This is an optimization exercise on Yosys and OpenROAD, whose aim is a short achievable clock period and few clock cycles, not a production implementation.
No driver is modelled on the clock port, so clock power and skew are understated where the tree is cut down; a real chip needs a root buffer or a tree.
No activity file was given, so power comes from the tool's default toggle rates.

## circuit_layout_top
module circuit_layout_top (
	input  logic         clk,
	input  logic         rst,
	input  logic         elem_req,
	input  logic [31:0]  elem_rec,
	output logic         elem_ack,
	input  logic         run_req,
	output logic         run_ack,
	output logic         cmd_req,
	output logic [46:0]  cmd,
	input  logic         cmd_ack
);
	localparam int NE = 12;
	localparam int NN = 32;
	logic [4:0] in_a;
	logic [4:0] in_b;
	logic [1:0] in_k;
	assign in_a = elem_rec[31:27];
	assign in_b = elem_rec[26:22];
	assign in_k = elem_rec[21:20];
	logic [NE-1:0] neth;
	logic [NN-1:0] th;
	logic [NN-1:0] th_nx;
	logic [NN-1:0] deg1;
	logic [NN-1:0] deg2;
	logic [NE-1:0][4:0] tab_a;
	logic [NE-1:0][4:0] tab_b;
	logic [NE-1:0][1:0] tab_k;
	logic [NN-1:0] e0_oa;
	logic [NN-1:0] e0_ob;
	logic [2:0] settle;
	logic settled;
	logic [8:0] r0;
	logic [8:0] r1;
	function automatic logic [8:0] row0_fast(input logic [32:0] t);
		logic [8:0] r;
  ...
==> flow/config.mk <==
export PLATFORM = sky130hd
export DESIGN_NAME = circuit_layout_top
export DESIGN_NICKNAME = circuit_layout_top
export VERILOG_FILES = /design/flow/design.v
export SDC_FILE = /design/flow/constraint.sdc
export NUM_CORES = 4
export LEC_CHECK = 0
export ABC_CLOCK_PERIOD_IN_PS = 2000
export CAP_MARGIN = 20
export CORE_MARGIN = 2
export CORE_UTILIZATION = 50
export SETUP_SLACK_MARGIN = 3.0
export SLEW_MARGIN = 20
export TNS_END_PERCENT = 100
==> flow/constraint.sdc <==
create_clock -name core_clock -period 5.0 [get_ports {clk}]
set_input_delay 1.0000 -clock core_clock [delete_from_list [all_inputs] [get_ports {clk}]]
set_output_delay 1.0000 -clock core_clock [all_outputs]
set_load 0.01 [all_outputs]
standard.sh (not shown) runs the stock make flow with config.mk's settings and CLKGATE_MAP_FILE= SYNTH_SCRIPT=/design/flow/synth_recipe.tcl, a recipe that flattens the netlist after the stock synthesis.
==> flow/flow/run.sh <==
#!/bin/bash
# ORFS's standard flow with its clock tree step replaced by flow/mytree.tcl.
set -euo pipefail
bash standard.sh PRE_CTS_TCL="$PWD/flow/pre_cts.tcl" finish > standard_flow.log 2>&1
Other scripts of this flow, unchanged in this note and not shown: flow/flow/mytree.tcl, flow/flow/pre_cts.tcl
Change:
--- a/flow/design.v
+++ b/flow/design.v
@@ -562,14 +562,15 @@
 		pn_h <= pn_dab[9] ? pn_dba[8:0] : pn_dab[8:0];
 	end
 	logic phase;               
 	logic [8:0] y;             
 	logic [8:0] y_nx;          
 	logic first;               
 	logic [8:0] rp;            
+	logic [8:0] y_add;         
 	logic [NN-1:0] fs;         
 	logic [NN-1:0] ts;         
 	logic [1:0] sub;           
 	logic [2:0] d_sk;
 	logic [8:0] d_top, d_h, d_da, d_db;
 	logic [9:0] d_sl, d_dl;
 	logic cr;
@@ -674,29 +675,30 @@
 			cmd_hold <= '0;
 		end else if (cmd_ld) begin
 			cmd_hold <= nx;
 		end
 	end
 	always_ff @(posedge clk) begin
 		rp <= row_s[1] - row_s[0];
+		y_add <= y_nx + rp;
 	end
 	always_ff @(posedge clk) begin
 		if (!started) begin
 			phase <= !th[1];
 			y <= r1;
 			first <= 1'b1;
 			fs <= deg2 >> 1;
 			ts <= th >> 2;
 			eoh <= NE'(1);
 			sub <= 2'd0;
 		end else if (step) begin
 			if (!phase) begin
 				first <= 1'b0;
 				y <= first ? row_s[2] : y_nx;
-				y_nx <= first ? row_s[3] : y_nx + rp;
+				y_nx <= first ? row_s[3] : y_add;
 				fs <= fs >> 1;
 				ts <= ts >> 1;
 				if (!ts[0]) begin
 					phase <= 1'b1;
 				end
 			end else if (sub == 2'd2) begin
 				sub <= 2'd0;
What happened: Synthesized area rises by 0.52%. Power rises by 1.1%. Final cell count rises by 0.69%. Critical path depth rises by 5. Utilization falls by 0.36 points.
No functional check of the RTL was part of any run of this note. No run of this note takes its clock network from TritonCTS; it comes from the design's own scripts or RTL.


Setup of the previous run:
Another version of the RTL of circuit_layout_top (not shown whole).
Size: about 4,300 cells after synthesis, about 1,100 flip-flops, ~46,000 um^2 of cells after synthesis.
==> flow/config.mk <==
export PLATFORM = sky130hd
export DESIGN_NAME = circuit_layout_top
export DESIGN_NICKNAME = circuit_layout_top
export VERILOG_FILES = /design/flow/design.v
export SDC_FILE = /design/flow/constraint.sdc
export NUM_CORES = 4
export LEC_CHECK = 0
export ABC_CLOCK_PERIOD_IN_PS = 2000
export CAP_MARGIN = 20
export CORE_MARGIN = 2
export CORE_UTILIZATION = 50
export SETUP_SLACK_MARGIN = 3.0
export SLEW_MARGIN = 20
export TNS_END_PERCENT = 100
==> flow/constraint.sdc <==
create_clock -name core_clock -period 5.0 [get_ports {clk}]
set_input_delay 1.0000 -clock core_clock [delete_from_list [all_inputs] [get_ports {clk}]]
set_output_delay 1.0000 -clock core_clock [all_outputs]
set_load 0.01 [all_outputs]
Scripts as last shown in full above: flow/flow/run.sh
Other scripts of this flow, unchanged in this note and not shown: flow/flow/mytree.tcl, flow/flow/pre_cts.tcl
## Diff of input files: the current run against the previous run
diff --git a/flow/design.v b/flow/design.v
--- a/flow/design.v
+++ b/flow/design.v
@@ -497,19 +497,20 @@
 	logic [2:0] e0_sk;
 	logic [NE-1:0] eoh;
 	logic [NE-1:0] peoh;
 	logic [NE-1:0] pn_e;
 	logic [4:0] pn_a_c, pn_b_c;
 	logic [1:0] pn_k_c;
 	logic [9:0] pn_sl_c, pn_dl_c;
+	logic [4:0] pn_a, pn_b;
+	logic [1:0] pn_k;
 	logic [NN-1:0] pn_oa, pn_ob;
 	logic [2:0] pn_sk;
 	logic [9:0] pn_sl, pn_dl;
 	logic [17:0] pn_pa, pn_pb;
-	logic [8:0] pn_ra, pn_rb;
 	logic [8:0] pn_ra2, pn_rb2;
 	logic [9:0] pn_dab, pn_dba;
 	logic [8:0] pn_top, pn_h, pn_da, pn_db;
 	assign peoh = {eoh[NE-2:0], 1'b0};
 	always_comb begin
 		pn_a_c = '0;
 		pn_b_c = '0;
@@ -543,38 +544,40 @@
 		e0_dab <= {1'b0, e0_ra} - {1'b0, e0_rb};
 		e0_dba <= {1'b0, e0_rb} - {1'b0, e0_ra};
 		e0_da <= e0_ra - 9'(10 / 2);
 		e0_db <= e0_rb - 9'(10 / 2);
 		e0_top <= e0_dab[9] ? e0_ra2 : e0_rb2;
 		e0_h <= e0_dab[9] ? e0_dba[8:0] : e0_dab[8:0];
 		pn_e <= peoh;
+		pn_a <= pn_a_c;
+		pn_b <= pn_b_c;
+		pn_k <= pn_k_c;
 		for (int n = 0; n < NN; n++) begin
-			pn_oa[n] <= (pn_a_c == 5'(n));
-			pn_ob[n] <= (pn_b_c == 5'(n));
+			pn_oa[n] <= (pn_a == 5'(n));
+			pn_ob[n] <= (pn_b == 5'(n));
 		end
-		pn_sk <= sprite_kind(pn_k_c);
+		pn_sk <= sprite_kind(pn_k);
 		pn_sl <= pn_sl_c;
 		pn_dl <= pn_dl_c;
 		pn_pa <= row_of2(pn_oa, row_s);
 		pn_pb <= row_of2(pn_ob, row_s);
-		pn_ra <= pn_pa[17:9] | pn_pa[8:0];
-		pn_rb <= pn_pb[17:9] | pn_pb[8:0];
-		pn_ra2 <= pn_ra;
-		pn_rb2 <= pn_rb;
-		pn_dab <= {1'b0, pn_ra} - {1'b0, pn_rb};
-		pn_dba <= {1'b0, pn_rb} - {1'b0, pn_ra};
-		pn_da <= pn_ra - 9'(10 / 2);
-		pn_db <= pn_rb - 9'(10 / 2);
+		pn_ra2 <= pn_pa[17:9] | pn_pa[8:0];
+		pn_rb2 <= pn_pb[17:9] | pn_pb[8:0];
+		pn_dab <= {1'b0, pn_pa[17:9] | pn_pa[8:0]} - {1'b0, pn_pb[17:9] | pn_pb[8:0]};
+		pn_dba <= {1'b0, pn_pb[17:9] | pn_pb[8:0]} - {1'b0, pn_pa[17:9] | pn_pa[8:0]};
+		pn_da <= (pn_pa[17:9] | pn_pa[8:0]) - 9'(10 / 2);
+		pn_db <= (pn_pb[17:9] | pn_pb[8:0]) - 9'(10 / 2);
 		pn_top <= pn_dab[9] ? pn_ra2 : pn_rb2;
 		pn_h <= pn_dab[9] ? pn_dba[8:0] : pn_dab[8:0];
 	end
 	logic phase;               
 	logic [8:0] y;             
 	logic [8:0] y_nx;          
-	logic [NN-1:0] lsh;        
+	logic first;               
+	logic [8:0] rp;            
 	logic [NN-1:0] fs;         
 	logic [NN-1:0] ts;         
 	logic [1:0] sub;           
 	logic [2:0] d_sk;
 	logic [8:0] d_top, d_h, d_da, d_db;
 	logic [9:0] d_sl, d_dl;
 	logic cr;
@@ -656,39 +659,46 @@
 			end else if (ld_try) begin
 				cmd_valid <= ld_ok;
 				step <= ld_ok;
 			end
 		end
 	end
 	logic cmd_ld;
-	logic [46:0] cmd_ldm;
+	logic [46:0] cmd_hold;
 	assign cmd_ld = !started || (ld_try && ld_ok);
-	assign cmd_ldm = {47{cmd_ld}};
 	always_ff @(posedge clk) begin
-		cmd <= (cmd_ldm & nx) | (~cmd_ldm & cmd);
+		cmd <= cmd_ld ? nx : cmd_hold;
 		if (cmd_ld) begin
 			cmd_last <= started && phase && (sub == 2'd2) && last_e;
 		end
 	end
 	always_ff @(posedge clk) begin
-		y_nx <= row_of(lsh, row_s);
+		if (rst) begin
+			cmd_hold <= '0;
+		end else if (cmd_ld) begin
+			cmd_hold <= nx;
+		end
+	end
+	always_ff @(posedge clk) begin
+		rp <= row_s[1] - row_s[0];
 	end
 	always_ff @(posedge clk) begin
 		if (!started) begin
 			phase <= !th[1];
 			y <= r1;
-			lsh <= NN'(4);
+			first <= 1'b1;
 			fs <= deg2 >> 1;
 			ts <= th >> 2;
 			eoh <= NE'(1);
 			sub <= 2'd0;
 		end else if (step) begin
 			if (!phase) begin
-				y <= y_nx;
-				lsh <= lsh << 1;
+				first <= 1'b0;
+				y <= first ? row_s[2] : y_nx;
+				y_nx <= first ? row_s[3] : y_nx + rp;
 				fs <= fs >> 1;
 				ts <= ts >> 1;
 				if (!ts[0]) begin
 					phase <= 1'b1;
 				end
 			end else if (sub == 2'd2) begin
 				sub <= 2'd0;
[summary]
Core util | the current run vs the previous run | the current run higher. The run showing the smaller first-iteration DRC count is the current run. Changes observed in the current run relative to the previous run: area growth from synthesis to final layout higher; switching power total rose about 2%; total power divided by cell area has remained practically unchanged; post-synthesis simple-gate area fraction now sits at about the same level. Of the two values seen for end point of the critical path, ts[0] was produced by the current run and cmd[8] by the previous run. Summary: sum of internal, switching and leakage power, the current run worse than the previous run. Taking the previous run as the reference, in the current run number of flops mapped to enable cells by yosys lost about 7%; global-route wire length before repair lost 19,000 um. The current run vs the previous run, share of total power in combinational logic went up by 2.3 points.
Function was not checked in any run of this note: the RTL went through the layout flow alone. In every run of this note, the design's own scripts or RTL, not TritonCTS, make the clock network.


## run B
Another version of the RTL of circuit_layout_top (not shown whole).
Size in the first run: ~87 I/O pins.
==> flow/config.mk <==
export PLATFORM = sky130hd
export DESIGN_NAME = circuit_layout_top
export DESIGN_NICKNAME = circuit_layout_top
export VERILOG_FILES = /design/flow/design.v
export SDC_FILE = /design/flow/constraint.sdc
export NUM_CORES = 4
export LEC_CHECK = 0
export ABC_CLOCK_PERIOD_IN_PS = 2000
export CAP_MARGIN = 20
export CORE_MARGIN = 2
export CORE_UTILIZATION = 50
export SETUP_SLACK_MARGIN = 3.0
export SLEW_MARGIN = 20
export TNS_END_PERCENT = 100
==> flow/constraint.sdc <==
create_clock -name core_clock -period 5.0 [get_ports {clk}]
set_input_delay 1.0000 -clock core_clock [delete_from_list [all_inputs] [get_ports {clk}]]
set_output_delay 1.0000 -clock core_clock [all_outputs]
set_load 0.01 [all_outputs]
Scripts as last shown in full above: flow/flow/run.sh
Other scripts of this flow, unchanged in this note and not shown: flow/flow/mytree.tcl, flow/flow/pre_cts.tcl
No stage failed in run B, and the final checks on the layout all came back clean.
Here is what was changed in the inputs of run C compared with run B.
diff --git a/flow/design.v b/flow/design.v
--- a/flow/design.v
+++ b/flow/design.v
@@ -574,12 +574,14 @@
 	logic [NN-1:0] fs;         
 	logic [NN-1:0] ts;         
 	logic [1:0] sub;           
 	logic [2:0] d_sk;
 	logic [8:0] d_top, d_h, d_da, d_db;
 	logic [9:0] d_sl, d_dl;
+	logic cr;
+	logic ra;
 	logic started;
 	logic done;
 	logic cmd_valid;
 	logic cmd_last;
 	logic step;
 	logic has;
@@ -589,14 +591,14 @@
 	logic last_e;
 	logic track;
 	logic track_q;
 	logic dstep;
 	logic [46:0] nx;
 	assign has = neth[0];
-	assign issue = !cmd_req && !cmd_ack && run_req && !run_ack && !done && has && cmd_valid;
-	assign ld_try = started && ((cmd_req && cmd_ack) || !cmd_valid) && !cmd_last;
+	assign issue = !cr && !cmd_ack && run_req && !ra && !done && has && cmd_valid;
+	assign ld_try = started && ((cr && cmd_ack) || !cmd_valid) && !cmd_last;
 	assign ld_ok = !phase || settled;
 	assign last_e = !(|(peoh & neth));
 	assign track = !started || !phase || (eoh[0] && sub == 2'd0);
 	assign dstep = step && phase && sub == 2'd2;
 	always_comb begin
 		if (!started) begin
@@ -614,30 +616,40 @@
 		end
 	end
 	always_ff @(posedge clk) begin
 		if (rst) begin
 			cmd_req <= 1'b0;
 			run_ack <= 1'b0;
+			cr <= 1'b0;
+			ra <= 1'b0;
 			started <= 1'b0;
 			done <= 1'b0;
 			cmd_valid <= 1'b0;
 			step <= 1'b0;
 		end else begin
+			cr <= cr ? !cmd_ack : issue;
 			cmd_req <= cmd_req ? !cmd_ack : issue;
 			if (issue) begin
 				started <= 1'b1;
 				if (cmd_last) begin
 					done <= 1'b1;
 				end
 			end
 			if (run_ack) begin
 				if (!run_req) begin
 					run_ack <= 1'b0;
 				end
-			end else if (run_req && !cmd_req && !cmd_ack && (done || !has)) begin
+			end else if (run_req && !cr && !cmd_ack && (done || !has)) begin
 				run_ack <= 1'b1;
+			end
+			if (ra) begin
+				if (!run_req) begin
+					ra <= 1'b0;
+				end
+			end else if (run_req && !cr && !cmd_ack && (done || !has)) begin
+				ra <= 1'b1;
 				done <= 1'b0;
 				started <= 1'b0;
 			end
 			step <= 1'b0;
 			if (!started) begin
 				cmd_valid <= 1'b1;
@@ -645,22 +657,28 @@
 				cmd_valid <= ld_ok;
 				step <= ld_ok;
 			end
 		end
 	end
 	logic cmd_ld;
-	logic [46:0] cmd_ldm;
+	logic [46:0] cmd_hold;
 	assign cmd_ld = !started || (ld_try && ld_ok);
-	assign cmd_ldm = {47{cmd_ld}};
 	always_ff @(posedge clk) begin
-		cmd <= (cmd_ldm & nx) | (~cmd_ldm & cmd);
+		cmd <= cmd_ld ? nx : cmd_hold;
 		if (cmd_ld) begin
 			cmd_last <= started && phase && (sub == 2'd2) && last_e;
 		end
 	end
 	always_ff @(posedge clk) begin
+		if (rst) begin
+			cmd_hold <= '0;
+		end else if (cmd_ld) begin
+			cmd_hold <= nx;
+		end
+	end
+	always_ff @(posedge clk) begin
 		y_nx <= row_of(lsh, row_s);
 	end
 	always_ff @(posedge clk) begin
 		if (!started) begin
 			phase <= !th[1];
 			y <= r1;
Results
- Run B has lower largest fanout on the critical path than run C.
- Compared with run B, in run C initial core utilization comparable, number of maximum-capacitance violations ~0 delta, non-clock inverter count in the final layout rose 7.
- Share of the cycle needed by the critical path after routing was lower in run C than in run B.
- Between run C and run B, the difference in final hold slack is negligible.
- From run B to run C the numbers moved as follows: final area grew by 1800 um2; number of filler cells placed in the layout grew by 198; post-synthesis share of cell area spent on full adders, half adders and majority gates held steady.
- [run C vs run B] met2 capacity usage during global routing: lower in run C
- Run C vs run B: number of non-filler instances in the completed layout up by a few percent
- Relative to run B, complex-gate fraction of the synthesized area has increased by 0.47 points in run C.
- The total routed wire length on the met1 layer number comes out higher for run B vs run C.
- Comparing run C and run B, the higher sequential share of layout area was measured on run B.
No functional check of the RTL was part of any run of this note. No run of this note takes its clock network from TritonCTS; it comes from the design's own scripts or RTL.


Setup of job 9459:
Another version of the RTL of circuit_layout_top (not shown whole).
Size: ~4500 cells after synthesis, ~1200 flip-flops, about 47000 sq um of cells after synthesis.
clock: 5.0 ns
lec_check: 0
abc_clock_period_in_ps: 2000
cap_margin: 20
core_margin: 2
core_utilization: 55
place_density: 0.7
setup_slack_margin: 3.0
slew_margin: 20
tns_end_percent: 100
Scripts as last shown in full above: flow/flow/run.sh
Other scripts of this flow, unchanged in this note and not shown: flow/flow/mytree.tcl, flow/flow/pre_cts.tcl
Job 9459 | status: complete | timing, DRC, antenna: pass
--- input diff job 9459..job 8166 ---
--- a/flow/design.v
+++ b/flow/design.v
@@ -495,24 +495,23 @@
 	logic [9:0] e0_dab, e0_dba;
 	logic [8:0] e0_top, e0_h, e0_da, e0_db;
 	logic [2:0] e0_sk;
 	logic [NE-1:0] eoh;
 	logic [NE-1:0] peoh;
 	logic [NE-1:0] pn_e;
 	logic [4:0] pn_a_c, pn_b_c;
 	logic [1:0] pn_k_c;
 	logic [9:0] pn_sl_c, pn_dl_c;
-	logic [4:0] pn_a, pn_b;
-	logic [1:0] pn_k;
 	logic [NN-1:0] pn_oa, pn_ob;
 	logic [2:0] pn_sk;
 	logic [9:0] pn_sl, pn_dl;
 	logic [17:0] pn_pa, pn_pb;
+	logic [8:0] pn_ra, pn_rb;
 	logic [8:0] pn_ra2, pn_rb2;
 	logic [9:0] pn_dab, pn_dba;
 	logic [8:0] pn_top, pn_h, pn_da, pn_db;
 	assign peoh = {eoh[NE-2:0], 1'b0};
 	always_comb begin
 		pn_a_c = '0;
 		pn_b_c = '0;
 		pn_k_c = '0;
 		for (int i = 1; i < NE; i++) begin
@@ -542,36 +541,35 @@
 		e0_ra2 <= e0_ra;
 		e0_rb2 <= e0_rb;
 		e0_dab <= {1'b0, e0_ra} - {1'b0, e0_rb};
 		e0_dba <= {1'b0, e0_rb} - {1'b0, e0_ra};
 		e0_da <= e0_ra - 9'(10 / 2);
 		e0_db <= e0_rb - 9'(10 / 2);
 		e0_top <= e0_dab[9] ? e0_ra2 : e0_rb2;
 		e0_h <= e0_dab[9] ? e0_dba[8:0] : e0_dab[8:0];
 		pn_e <= peoh;
-		pn_a <= pn_a_c;
-		pn_b <= pn_b_c;
-		pn_k <= pn_k_c;
 		for (int n = 0; n < NN; n++) begin
-			pn_oa[n] <= (pn_a == 5'(n));
-			pn_ob[n] <= (pn_b == 5'(n));
+			pn_oa[n] <= (pn_a_c == 5'(n));
+			pn_ob[n] <= (pn_b_c == 5'(n));
 		end
-		pn_sk <= sprite_kind(pn_k);
+		pn_sk <= sprite_kind(pn_k_c);
 		pn_sl <= pn_sl_c;
 		pn_dl <= pn_dl_c;
 		pn_pa <= row_of2(pn_oa, row_s);
 		pn_pb <= row_of2(pn_ob, row_s);
-		pn_ra2 <= pn_pa[17:9] | pn_pa[8:0];
-		pn_rb2 <= pn_pb[17:9] | pn_pb[8:0];
-		pn_dab <= {1'b0, pn_pa[17:9] | pn_pa[8:0]} - {1'b0, pn_pb[17:9] | pn_pb[8:0]};
-		pn_dba <= {1'b0, pn_pb[17:9] | pn_pb[8:0]} - {1'b0, pn_pa[17:9] | pn_pa[8:0]};
-		pn_da <= (pn_pa[17:9] | pn_pa[8:0]) - 9'(10 / 2);
-		pn_db <= (pn_pb[17:9] | pn_pb[8:0]) - 9'(10 / 2);
+		pn_ra <= pn_pa[17:9] | pn_pa[8:0];
+		pn_rb <= pn_pb[17:9] | pn_pb[8:0];
+		pn_ra2 <= pn_ra;
+		pn_rb2 <= pn_rb;
+		pn_dab <= {1'b0, pn_ra} - {1'b0, pn_rb};
+		pn_dba <= {1'b0, pn_rb} - {1'b0, pn_ra};
+		pn_da <= pn_ra - 9'(10 / 2);
+		pn_db <= pn_rb - 9'(10 / 2);
 		pn_top <= pn_dab[9] ? pn_ra2 : pn_rb2;
 		pn_h <= pn_dab[9] ? pn_dba[8:0] : pn_dab[8:0];
 	end
 	logic phase;               
 	logic [8:0] y;             
 	logic [8:0] y_nx;          
 	logic [NN-1:0] lsh;        
 	logic [NN-1:0] fs;         
 	logic [NN-1:0] ts;         
--- outcome ---
- Job 8166 went all the way through the flow, and no timing, DRC or antenna check failed.
- Sort job 8166 and job 9459 by total standard cell area after synthesis, ascending, and job 9459 comes first.
- Diff job 9459 -> job 8166: clock network fraction of design power roughly the same; worst-margin pin slew lower; portion of netlist area occupied by mux cells roughly the same.
- Job 8166 against job 9459: critical-path maximum fanout now sits higher; maximum number of pins on one net before global-route repair now sits higher; share of the synthesized netlist area taken by xor and xnor gates now sits at about the same level; flip-flop and latch share of the layout cell area now sits higher.
- In job 8166, aggregate routed wire length is lower than in job 9459.
- Job 9459 and job 8166 ended up with roughly the same starting utilization of the core area.
- Compared with job 9459, the detailed router inserted fewer vias in job 8166.
No functional check of the RTL was part of any run of this note. No run of this note takes its clock network from TritonCTS; it comes from the design's own scripts or RTL.

[afterwards: timing with drivers on the ports]
The results above use ideal ports. As a check the final layouts listed here were re-extracted and re-timed, cells and wires unchanged.
Step 1: set_driving_cell puts a clkbuf_16 on clk and a buf_2 on each other input, an assumption about the parent block.
Step 2 moves the port delays by t, midway between the first and last clock arrival at a register: inputs arrive t later, outputs are due t later. That takes back most of the time a late clock gives input paths.
Three values: no drivers, after step 1, after step 2; two values: the first two.
run | shift t [ns] | setup WS [ns] | hold slack, ns | worst setup path after step 2 | cell pins on the clock port's net
the first run of note 1 | 0.668 | 2.877 / 2.724 / 2.542 | 0.327 / 0.327 / 0.327 | input to register | 4
the second run of note 1 | 0.665 | 2.919 / 2.821 / 2.645 | 0.329 / 0.329 / 0.329 | input to register | 4
the previous run | 0.653 | 2.901 / 2.738 / 2.548 | 0.329 / 0.329 / 0.329 | input to register | 4
the current run | 0.668 | 2.895 / 2.802 / 2.442 | 0.330 / 0.330 / 0.330 | input to register | 4
run B | 0.663 | 2.796 / 2.632 / 2.573 | 0.328 / 0.328 / 0.328 | input to register | 4
run C | 0.675 | 2.908 / 2.850 / 2.518 | 0.329 / 0.329 / 0.329 | input to register | 4
job 9459 | 0.669 | 2.707 / 2.707 / 2.400 | 0.336 / 0.336 / 0.336 | input to register | 4
job 8166 | 0.662 | 2.936 / 2.862 / 2.443 | 0.319 / 0.319 / 0.319 | input to register | 4
After both steps every run listed still meets setup and hold. The setup slack of job 8166, which loses most, moves by -0.074 ns with the drivers and by -0.493 ns with both steps.
